Context: an optimization exercise on an open-source flow, tuned for small area, a short achievable clock period and few clock cycles per item. The choices shown serve that exercise and are no tape-out recipe.
Only simulation tests tie the RTL to the original design; equivalence was not proved.
Power is estimated from default activity; no workload was simulated.

### flow/design.v
`default_nettype none
package qdv_pkg;
    typedef enum logic [1:0] {
        OP_EDGE_A = 2'd0,
        OP_EDGE_B = 2'd1,
        OP_QUERY  = 2'd2,
        OP_RESET  = 2'd3
    } op_t;
    typedef enum logic [1:0] {
        ST_IDLE,
        ST_MUL,
        ST_DIV,
        ST_DONE
    } state_t;
    localparam int unsigned CNT_W   = 32;
    localparam int unsigned SCALE_W = 20;
    localparam int unsigned PROD_W  = 51;
    localparam int unsigned STEP_W  = 6;
    localparam logic [SCALE_W-1:0] US_PER_SEC = SCALE_W'(1000000);
    typedef struct packed {
        op_t         opcode;
        logic        level_a;
        logic        level_b;
        logic [31:0] time_us;
    } in_item_t;
    typedef struct packed {
        logic signed [31:0] tick_count;
        logic signed [31:0] velocity;
        logic               velocity_valid;
    } out_item_t;
endpackage
`default_nettype wire
`default_nettype none
module quadrature_decoder_velocity_core
(
    input  wire logic      clk,
    input  wire logic      rst_n,
    input  wire logic      in_valid,
    output logic           in_stall,
    input  wire logic [35:0] in_data_bits,
    output logic           out_valid,
    input  wire logic      out_stall,
    output logic [64:0]    out_data_bits
);
    localparam int FD = 16;              
    localparam int MW = 45;              
    localparam logic [MW-1:0] SCALE    = MW'(15625);              
    localparam logic [MW-1:0] MAG_MAX1 = MW'(45'h1e847fffc2f7);   
    localparam logic [MW-1:0] MAG_MAX2 = MW'(45'h1e847fff85ee);   
    localparam logic [1:0] C_QRY = 2'd0;
    localparam logic [1:0] C_UP  = 2'd1;
    localparam logic [1:0] C_DN  = 2'd2;
    localparam logic [1:0] C_RST = 2'd3;
    logic [1:0]  in_op;
    logic [31:0] in_time;
    logic        in_up;
    logic        in_fire;
    logic        is_query;
    logic        is_edge;
    logic        ivalid;
    logic [34:0] ibuf;           
    logic        proc;
    logic        stall_r;
    assign in_op    = ibuf[34:33];
    assign in_time  = ibuf[31:0];
    assign in_up    = ibuf[32];
    assign is_query = (in_op == qdv_pkg::OP_QUERY);
    assign is_edge  = !in_op[1];
    logic [1:0]  fifo_mem [FD];
    logic [4:0]  fcnt;
    logic        fne, ffull;         
    logic [4:0]  fcnt_n;
    logic [1:0]  head;
    logic [1:0]  push_code;
    logic        pop;
    assign head = fifo_mem[0];
    logic          msgn;
    logic [MW-1:0] mag;
    logic          mzero, mmin, mmax;    
    logic [31:0]   snap_time;
    logic [31:0]   dt_now;
    logic          dt_zero;
    qdv_add #(.N(32)) u_dt (.a(in_time), .b(~snap_time), .ci(1'b1), .y(dt_now), .co());
    assign dt_zero = (in_time == snap_time);
    logic        busy, done;
    logic        busy_n, busy_keep, busy_pop;
    logic [31:0] dv;             
    logic [31:0] rem;
    logic [32:0] sq;             
    logic [5:0]  cnt;            
    logic        dneg, dzero, dsat;
    assign proc     = ivalid && !ffull && !(is_query && busy);
    assign in_stall = stall_r;
    assign in_fire  = in_valid && !stall_r;
    logic ivalid_n, isq_n;
    assign ivalid_n = in_fire || (ivalid && !proc);
    assign isq_n    = in_fire ? (in_data_bits[35:34] == qdv_pkg::OP_QUERY) : is_query;
    logic [4:0] fc_keep, fc_pop;
    assign fc_keep  = fcnt + {4'd0, proc};
    assign fc_pop   = fcnt + {4'd0, proc} - 5'd1;
    assign fcnt_n   = pop ? fc_pop : fc_keep;
    logic ne_keep, ne_pop, full_keep, full_pop;
    assign ne_keep   = (fc_keep != '0);
    assign ne_pop    = (fc_pop != '0);
    assign full_keep = (fc_keep == 5'(FD));
    assign full_pop  = (fc_pop == 5'(FD));
    logic stall_keep, stall_pop;
    assign stall_keep = ivalid_n && (full_keep || (isq_n && busy_keep));
    assign stall_pop  = ivalid_n && (full_pop || (isq_n && busy_pop));
    always_ff @(posedge clk or negedge rst_n)
    begin
        if (!rst_n)
        begin
            ivalid  <= 1'b0;
            stall_r <= 1'b0;
            fcnt    <= '0;
            fne     <= 1'b0;
            ffull   <= 1'b0;
        end
        else
        begin
            ivalid  <= ivalid_n;
            stall_r <= pop ? stall_pop : stall_keep;
            fcnt    <= fcnt_n;
            fne     <= pop ? ne_pop : ne_keep;
            ffull   <= pop ? full_pop : full_keep;
        end
    end
    always_ff @(posedge clk)
    begin
        if (in_fire)
            ibuf <= {in_data_bits[35:34],
                     in_data_bits[34] ^ (in_data_bits[33] != in_data_bits[32]),
                     in_data_bits[31:0]};
    end
    always_comb
    begin
        case (in_op)
            qdv_pkg::OP_EDGE_A, qdv_pkg::OP_EDGE_B: push_code = in_up ? C_UP : C_DN;
            qdv_pkg::OP_QUERY:                      push_code = C_QRY;
            default:                                push_code = C_RST;
        endcase
    end
    always_ff @(posedge clk)
    begin
        for (int i = 0; i < FD; i++)
        begin
            if (pop)
            begin
                if (proc && fcnt == 5'(i + 1))
                    fifo_mem[i] <= push_code;
                else if (i != FD - 1)
                    fifo_mem[i] <= fifo_mem[(i + 1) % FD];
            end
            else if (proc && fcnt == 5'(i))
                fifo_mem[i] <= push_code;
        end
    end
    logic          mag_add;
    logic [MW-1:0] mag_step;
    logic          sgn_step;
    assign mag_add  = mzero || (in_up ? !msgn : (msgn && !mmin));
    logic [13:0]    lo_add, lo_sub;
    logic           c_add, c_sub;
    logic [MW-15:0] t_inc, t_dec;
    logic [MW-1:0]  mag_inc, mag_dec;
    qdv_add #(.N(14)) u_mag_add (.a(mag[13:0]), .b(SCALE[13:0]), .ci(1'b0),
        .y(lo_add), .co(c_add));
    qdv_add #(.N(14)) u_mag_sub (.a(mag[13:0]), .b(~SCALE[13:0]), .ci(1'b1),
        .y(lo_sub), .co(c_sub));
    qdv_pand #(.N(MW-14)) u_mag_inc (.x(mag[MW-1:14]), .t(t_inc));
    qdv_pand #(.N(MW-14)) u_mag_dec (.x(~mag[MW-1:14]), .t(t_dec));
    assign mag_inc  = {mag[MW-1:14] ^ (t_inc & {(MW-14){c_add}}), lo_add};
    assign mag_dec  = {mag[MW-1:14] ^ (t_dec & {(MW-14){!c_sub}}), lo_sub};
    assign mag_step = mag_add ? mag_inc : mag_dec;
    always_comb
    begin
        if (mzero)
            sgn_step = !in_up;
        else if (mmin && !in_up)
            sgn_step = 1'b0;         
        else if (mmax && in_up)
            sgn_step = 1'b1;         
        else
            sgn_step = msgn;
    end
    always_ff @(posedge clk or negedge rst_n)
    begin
        if (!rst_n)
        begin
            msgn      <= 1'b0;
            mag       <= '0;
            mzero     <= 1'b1;
            mmin      <= 1'b0;
            mmax      <= 1'b0;
            snap_time <= '0;
        end
        else if (proc)
        begin
            case (in_op)
                qdv_pkg::OP_EDGE_A, qdv_pkg::OP_EDGE_B:
                begin
                    mag  <= mag_step;
                    msgn <= sgn_step;
                    if (in_up)
                    begin
                        mzero <= msgn && (mag == SCALE);
                        mmin  <= mmax;
                        mmax  <= !msgn && (mag == MAG_MAX2);
                    end
                    else
                    begin
                        mzero <= !msgn && (mag == SCALE);
                        mmin  <= msgn && (mag == MAG_MAX1);
                        mmax  <= mmin;
                    end
                end
                qdv_pkg::OP_QUERY:
                begin
                    if (!dt_zero)
                    begin
                        mag       <= '0;
                        msgn      <= 1'b0;
                        mzero     <= 1'b1;
                        mmin      <= 1'b0;
                        mmax      <= 1'b0;
                        snap_time <= in_time;
                    end
                end
                default:
                begin
                    mag       <= '0;
                    msgn      <= 1'b0;
                    mzero     <= 1'b1;
                    mmin      <= 1'b0;
                    mmax      <= 1'b0;
                    snap_time <= in_time;
                end
            endcase
        end
    end
    logic [31:0] dv_hi;          
    logic [33:0] trial;
    logic        qbit;
    logic        skip16, skip8, skip4, skip2;
    always_comb
    begin
        dv_hi[31] = 1'b1;
        for (int p = 30; p >= 0; p--)
            dv_hi[p] = dv_hi[p+1] && !dv[p+1];
    end
    always_comb
    begin
        logic [31:0] m16, m8, m4, m2;
        for (int j = 0; j < 32; j++)
        begin
            m16[j] = (j + 16 >= 32) ? 1'b1 : dv_hi[(j + 16) % 32];
            m8[j]  = (j + 8 >= 32) ? 1'b1 : dv_hi[(j + 8) % 32];
            m4[j]  = (j + 4 >= 32) ? 1'b1 : dv_hi[(j + 4) % 32];
            m2[j]  = (j + 2 >= 32) ? 1'b1 : dv_hi[(j + 2) % 32];
        end
        skip16 = (cnt >= 6'd16) && ((rem & m16) == '0) && ((sq[32:17] & dv_hi[15:0]) == '0);
        skip8  = (cnt >= 6'd8)  && ((rem & m8) == '0)  && ((sq[32:25] & dv_hi[7:0]) == '0);
        skip4  = (cnt >= 6'd4)  && ((rem & m4) == '0)  && ((sq[32:29] & dv_hi[3:0]) == '0);
        skip2  = (cnt >= 6'd2)  && ((rem & m2) == '0)  && ((sq[32:31] & dv_hi[1:0]) == '0);
    end
    qdv_add #(.N(34)) u_trial (.a({1'b0, rem, sq[32]}), .b(~{2'b00, dv}), .ci(1'b1), .y(trial), .co());
    assign qbit  = !trial[33];
    logic [31:0] quo;
    logic [31:0] vel;
    assign quo = sq[31:0];
    always_comb
    begin
        if (dzero)
            vel = '0;
        else if (dsat || (quo[31] && (!dneg || (quo[30:0] != '0))))
            vel = dneg ? 32'h8000_0000 : 32'h7fff_ffff;
        else
            vel = dneg ? 32'd0 - quo : quo;
    end
    assign busy_keep = (proc && is_query) || busy;
    assign busy_pop  = (proc && is_query) || (busy && head != C_QRY);
    assign busy_n    = pop ? busy_pop : busy_keep;
    always_ff @(posedge clk or negedge rst_n)
    begin
        if (!rst_n)
            busy <= 1'b0;
        else
            busy <= busy_n;
    end
    always_ff @(posedge clk or negedge rst_n)
    begin
        if (!rst_n)
        begin
            done <= 1'b0;
        end
        else if (proc && is_query)
        begin
            done <= dt_zero;
        end
        else if (pop && head == C_QRY)
        begin
            done <= 1'b0;
        end
        else if (busy && !done)
        begin
            if (skip16 || skip8 || skip4 || skip2)
            begin
                if (cnt == (skip16 ? 6'd16 : skip8 ? 6'd8 : skip4 ? 6'd4 : 6'd2))
                    done <= 1'b1;
            end
            else if (cnt == 6'd1 || (cnt == 6'd33 && qbit))
                done <= 1'b1;
        end
    end
    always_ff @(posedge clk)
    begin
        if (proc && is_query)
        begin
            dv    <= dt_now;
            dzero <= dt_zero;
            dneg  <= msgn;
            dsat  <= 1'b0;
            rem   <= {14'd0, mag[44:27]};
            sq    <= {mag[26:0], 6'd0};
            cnt   <= 6'd33;
        end
        else if (busy && !done)
        begin
            if (skip16)
            begin
                rem <= {rem[15:0], sq[32:17]};
                sq  <= {sq[16:0], 16'd0};
                cnt <= cnt - 6'd16;
            end
            else if (skip8)
            begin
                rem <= {rem[23:0], sq[32:25]};
                sq  <= {sq[24:0], 8'd0};
                cnt <= cnt - 6'd8;
            end
            else if (skip4)
            begin
                rem <= {rem[27:0], sq[32:29]};
                sq  <= {sq[28:0], 4'd0};
                cnt <= cnt - 6'd4;
            end
            else if (skip2)
            begin
                rem <= {rem[29:0], sq[32:31]};
                sq  <= {sq[30:0], 2'd0};
                cnt <= cnt - 6'd2;
            end
            else
            begin
                rem <= qbit ? trial[31:0] : {rem[30:0], sq[32]};
                sq  <= {sq[31:0], qbit};
                cnt <= cnt - 6'd1;
                if (cnt == 6'd33 && qbit)
                    dsat <= 1'b1;
            end
        end
    end
    logic        ovalid;
    logic [31:0] otick;
    logic [31:0] ovel;
    logic        ovv;
    logic        out_free;
    assign out_free = !ovalid || !out_stall;
    logic [31:0] tick_t;
    logic [31:0] tick_ti, tick_td;
    qdv_pand #(.N(32)) u_tick_i (.x(otick), .t(tick_ti));
    qdv_pand #(.N(32)) u_tick_d (.x(~otick), .t(tick_td));
    assign tick_t = head[1] ? tick_td : tick_ti;
    assign pop      = out_free && fne && (head != C_QRY || done);
    always_ff @(posedge clk or negedge rst_n)
    begin
        if (!rst_n)
        begin
            ovalid <= 1'b0;
            otick  <= '0;
        end
        else if (pop)
        begin
            ovalid <= 1'b1;
            if (head == C_RST)
                otick <= '0;
            else if (head != C_QRY)
                otick <= otick ^ tick_t;
        end
        else if (!out_stall)
            ovalid <= 1'b0;
    end
    always_ff @(posedge clk)
    begin
        if (pop)
        begin
            ovel <= (head == C_QRY) ? vel : '0;
            ovv  <= (head == C_QRY) && !dzero;
        end
    end
    assign out_valid     = ovalid;
    assign out_data_bits = {otick, ovel, ovv};
endmodule
module qdv_add #(parameter int N = 32)
(
    input  wire logic [N-1:0] a,
    input  wire logic [N-1:0] b,
    input  wire logic         ci,
    output logic [N-1:0]      y,
    output logic              co
);
    logic [N-1:0] p, g, gg, pg;
    always_comb
    begin
        p  = a ^ b;
        g  = a & b;
        g[0] = g[0] | (p[0] & ci);
        gg = g;
        pg = p;
        for (int l = 1; l < N; l = l * 2)
            for (int i = 0; i < N; i++)
                if ((i & l) != 0)
                begin
                    gg[i] = gg[i] | (pg[i] & gg[(i & ~(2 * l - 1)) + l - 1]);
                    pg[i] = pg[i] & pg[(i & ~(2 * l - 1)) + l - 1];
                end
    end
    assign y  = p ^ {gg[N-2:0], ci};
    assign co = gg[N-1];
endmodule
module qdv_pand #(parameter int N = 32)
(
    input  wire logic [N-1:0] x,
    output logic [N-1:0]      t
);
    logic [N-1:0] q;
    always_comb
    begin
        q = x;
        for (int l = 1; l < N; l = l * 2)
            for (int i = 0; i < N; i++)
                if ((i & l) != 0)
                    q[i] = q[i] & q[(i & ~(2 * l - 1)) + l - 1];
    end
    assign t = {q[N-2:0], 1'b1};
endmodule
`default_nettype wire
### flow/run.sh
#!/bin/bash
# synth_recipe.tcl (not shown) runs the flow's synth.tcl, then flattens the netlist and writes it again
# the make line also repeats each setting of config.mk as NAME=value (left out here)
make -C /OpenROAD-flow-scripts/flow DESIGN_CONFIG=/design/flow/config.mk WORK_HOME=/design/flow/orfs CLKGATE_MAP_FILE= SYNTH_SCRIPT=/design/flow/synth_recipe.tcl finish
### flow/config.mk
export PLATFORM = sky130hd
export DESIGN_NAME = quadrature_decoder_velocity_core
export DESIGN_NICKNAME = quadrature_decoder_velocity_core
export VERILOG_FILES = /design/flow/design.v
export SDC_FILE = /design/flow/constraint.sdc
export NUM_CORES = 4
export LEC_CHECK = 0
export CAP_MARGIN = 20
export CORE_MARGIN = 2
export CORE_UTILIZATION = 40
export SLEW_MARGIN = 20
### flow/constraint.sdc
create_clock -name core_clock -period 8.0 [get_ports {clk}]
set_input_delay 1.6000 -clock core_clock [delete_from_list [all_inputs] [get_ports {clk}]]
set_output_delay 1.6000 -clock core_clock [all_outputs]
set_load 0.01 [all_outputs]
==> notes.md <==
[per-stage QoR]
| stage | cells | utilization |
|---|---|---|
| detailed placement | 3199 | 0.431 |
| floorplan | 2540 | - |
| finish | 3271 | 0.454 |
| global route | 3271 | 0.454 |
| global placement | 3199 | 0.431 |
| CTS | 3271 | 0.454 |
[layout make-up]
class                   instances  share of cell area
multi-input cells            1884               0.488
flip-flops and latches        331               0.352
repair buffers                144              0.0541
clock buffers                  61              0.0467
well taps                     704              0.0354
inverters                     136              0.0205
clock inverters                11             0.00362
[layout by cell type (no fill, tap or decap), drive strengths merged, types with 14 or more instances in the layout]
master,count
a211oi,42
a21o,25
a21oi,192
a221oi,36
a311oi,21
a31oi,15
and3,26
buf,39
clkbuf,61
clkdlybuf4s50,105
dfrtp,124
dfxtp,55
edfxtp,151
ha,90
inv,136
mux2i,88
nand2,257
nand2b,22
nand3,43
nand4,24
nor2,238
nor2b,42
nor3,78
nor4,33
o211ai,24
o21ai,180
o22ai,19
o31ai,30
o32ai,22
or3,28
or4,14
xnor2,68
xor2,59
[where the power goes]
part / internal, uW / switching (uW)
Sequential: 2710 / 999
Clock: 1040 / 755
Combinational: 2550 / 3930
Total: 6300 / 5680
[logic make-up (layout without fill, tap and decap cells)]
kind of cell,after synthesis,after routing
AOI/OAI and AO/OA,704,704
xor gates and xnor gates,127,127
adders and majority gates,100,100
buffers and inverters,325,352
DFF,331,331
muxes,96,96
and+or+nand+nor,857,857
[state kept, by name (all words and copies together), names as in the netlist, 6 cells and up]
register and flops:
mag 45, ibuf 35, sq 33, dv 32, fifo_mem 32, otick 32
ovel 32, rem 32, snap_time 32, cnt 6
[critical path, cell delays in order (launching register included)]
cell and delay (ps):
edfxtp_1 460, nor4_2 550, nand4_1 400, nor4b_1 820, nand2_1 120, nand4_1 470
buf_4 340, buf_4 460, mux2i_1 140, a211oi_1 290, a21oi_1 70, o21a_1 200
o22ai_1 120
[layer usage]
metal,global-route usage,part of all wire,vias up
met4,0.0701,0.027,2
met1,0.338,0.45,9466
li1,-,-,9219
met3,0.0415,0.084,154
met5,0,0.00019,-
met2,0.365,0.44,846
[final timing paths]
path / from / depth (start not counted) / slack, ps / to
max: dv[29] / 12 / 3380 / sq[21]
min: ibuf[25] / 2 / 490 / snap_time[25]
max reg2reg: dv[29] / 12 / 3380 / sq[21]
min reg2reg: ibuf[25] / 2 / 490 / snap_time[25]
max in group asynchronous: rst_n / 2 / 5580 / mag[2]
min in group asynchronous: rst_n / 1 / 1050 / snap_time[26]
==> qor.yml <==
cts_resized: 0
clock-skew-final_ps: 23.2
relSlewSlack: 0.316
synth_area_um2: 22100
dp_hpwl_um: 47600
synth.most_common_cell: "nand2_1"
ctsHtreeMaxLevel: 2
cts_buffer_depth: 3
period_share: 0.577
fill_cells: 5319
vias: 19700
ys_types: 90
cp.required_ps: 8420
die_h_um: 239
p_leak_uw: 0.00999
layout.nets: 2676
finalPower_uw: 12000
synth_area_leaders: "edfxtp_1 (21%), dfrtp_1 (14%), ha_1 (5.1%)"
syn_to_final_growth_pct: 12.6
multi_input_area_um2: 12100
grt_pass1_wl_um: 107000
crit_path_end_kind: "flip-flop"
synth_top_cells_by_count: "nand2_1 (256), nor2_1 (237), a21oi_1 (192)"
postPlaceCellArea_um2: 23600
drc: 0
rsz0062_at_grt: "no"
maxSlewViolCount: 0
dieArea_um2: 57200
post_drt_wl_per_cell_um: 20.9
outcome: "timing/DRC/antenna clean"
numCtsBuffers: 39
power_density_nw_per_um2: 481
synth_top_family_by_area: "compound AO/OA/AOI/OAI gates"
gp_congestion: 0.899
viasPerCell: 6.02
cts_setup_buffers: 0
port_buffers: 106
syn-num-nets: 2680
holdBufCountCts: 0
tns_ps: 0
synth-seq-cells: 331
layout-drive-gt1-share: 0.0534
synth-xor-area-share: 0.0503
clock.fmax_mhz: 217
ant_nets: 0
ys_seq_area_frac: 0.396
setup_violations: 0
hold_viol_final: 0
synth-simple-area-share: 0.187
die_w_um: 239
drv_cap: 0
cts_root_buf: "clkbuf_16"
drt-initial-drc-count: 1930
setup.worst_path.class: "reg -> reg"
drt-total-wl_um: 68500
core_area_um2: 54900
setup.worst_path.start_class: "flip-flop"
firstDrtPassIters: 6
rows: 86
yosysTopAreaCell: "edfxtp_1"
worst_slew_pin_slew_ps: 1020
critPathArrivalTime_ps: 5030
synth-compound-area-share: 0.205
synth_area_per_cell_um2: 8.70
clk_pin_slew_ps: 60
n_antenna_cell: 0
antenna_found_initial: 1
synthAdderAreaFrac: 0.0600
fin_hold_ws_ps: 489
ir_drop_mv: 0.185
grt_max_degree: 92
syn_inst: 2540
ioPinCount: 107
start_util: 0.403
synthMuxAreaShare: 0.0439
overflow: 0
grt_pass1_vias: 18600
yosys.area.top_type_share: 0.205
stdcell_area_um2: 24900
regArea_um2: 8760
min_period_ps: 4620
grt_usage: 0.237
dp_worst_setup_slack_ps: 3200
critical_path.max_fanout: 39
synthFlopType: "edfxtp_1"
cts_tree: "built"
cts.sinks: 331
worst_slack_ps: 3380
synth_edf_count: 151
ys_async_sr_fraction: 0.378
hp-class: "reg -> reg"
clock_latency_ps: 580
yosys_warnings: 7
Testbench counts, summed over its fixed seeds: cycles 32,802, items 24,063.

[static timing again, ports no longer ideal]
In the flow no input, the clock included, has a driving cell. The finished layout below was timed again as built, in two steps.
Step 1 (the two cells are an assumption about what drives the block):
set clk [get_ports {clk}]
set_driving_cell -lib_cell sky130_fd_sc_hd__clkbuf_16 $clk
set_driving_cell -lib_cell sky130_fd_sc_hd__buf_2 [delete_from_list [all_inputs] $clk]
Step 2, shift: input delay + t, output delay - t, t = (earliest + latest rising clock arrival at the registers) / 2. This alone moves slack from input paths to output paths.
Three values: no drivers, after step 1, after step 2; two values: the first two.
shift t [ns]: 0.631
setup WS [ns]: 3.383 / 3.383 / 3.231
worst slew at a driven data input, ns: 0.04
After both steps setup and hold are still met in this run. The setup slack of this run moves by 0.000 ns with the drivers and by -0.152 ns with both steps.
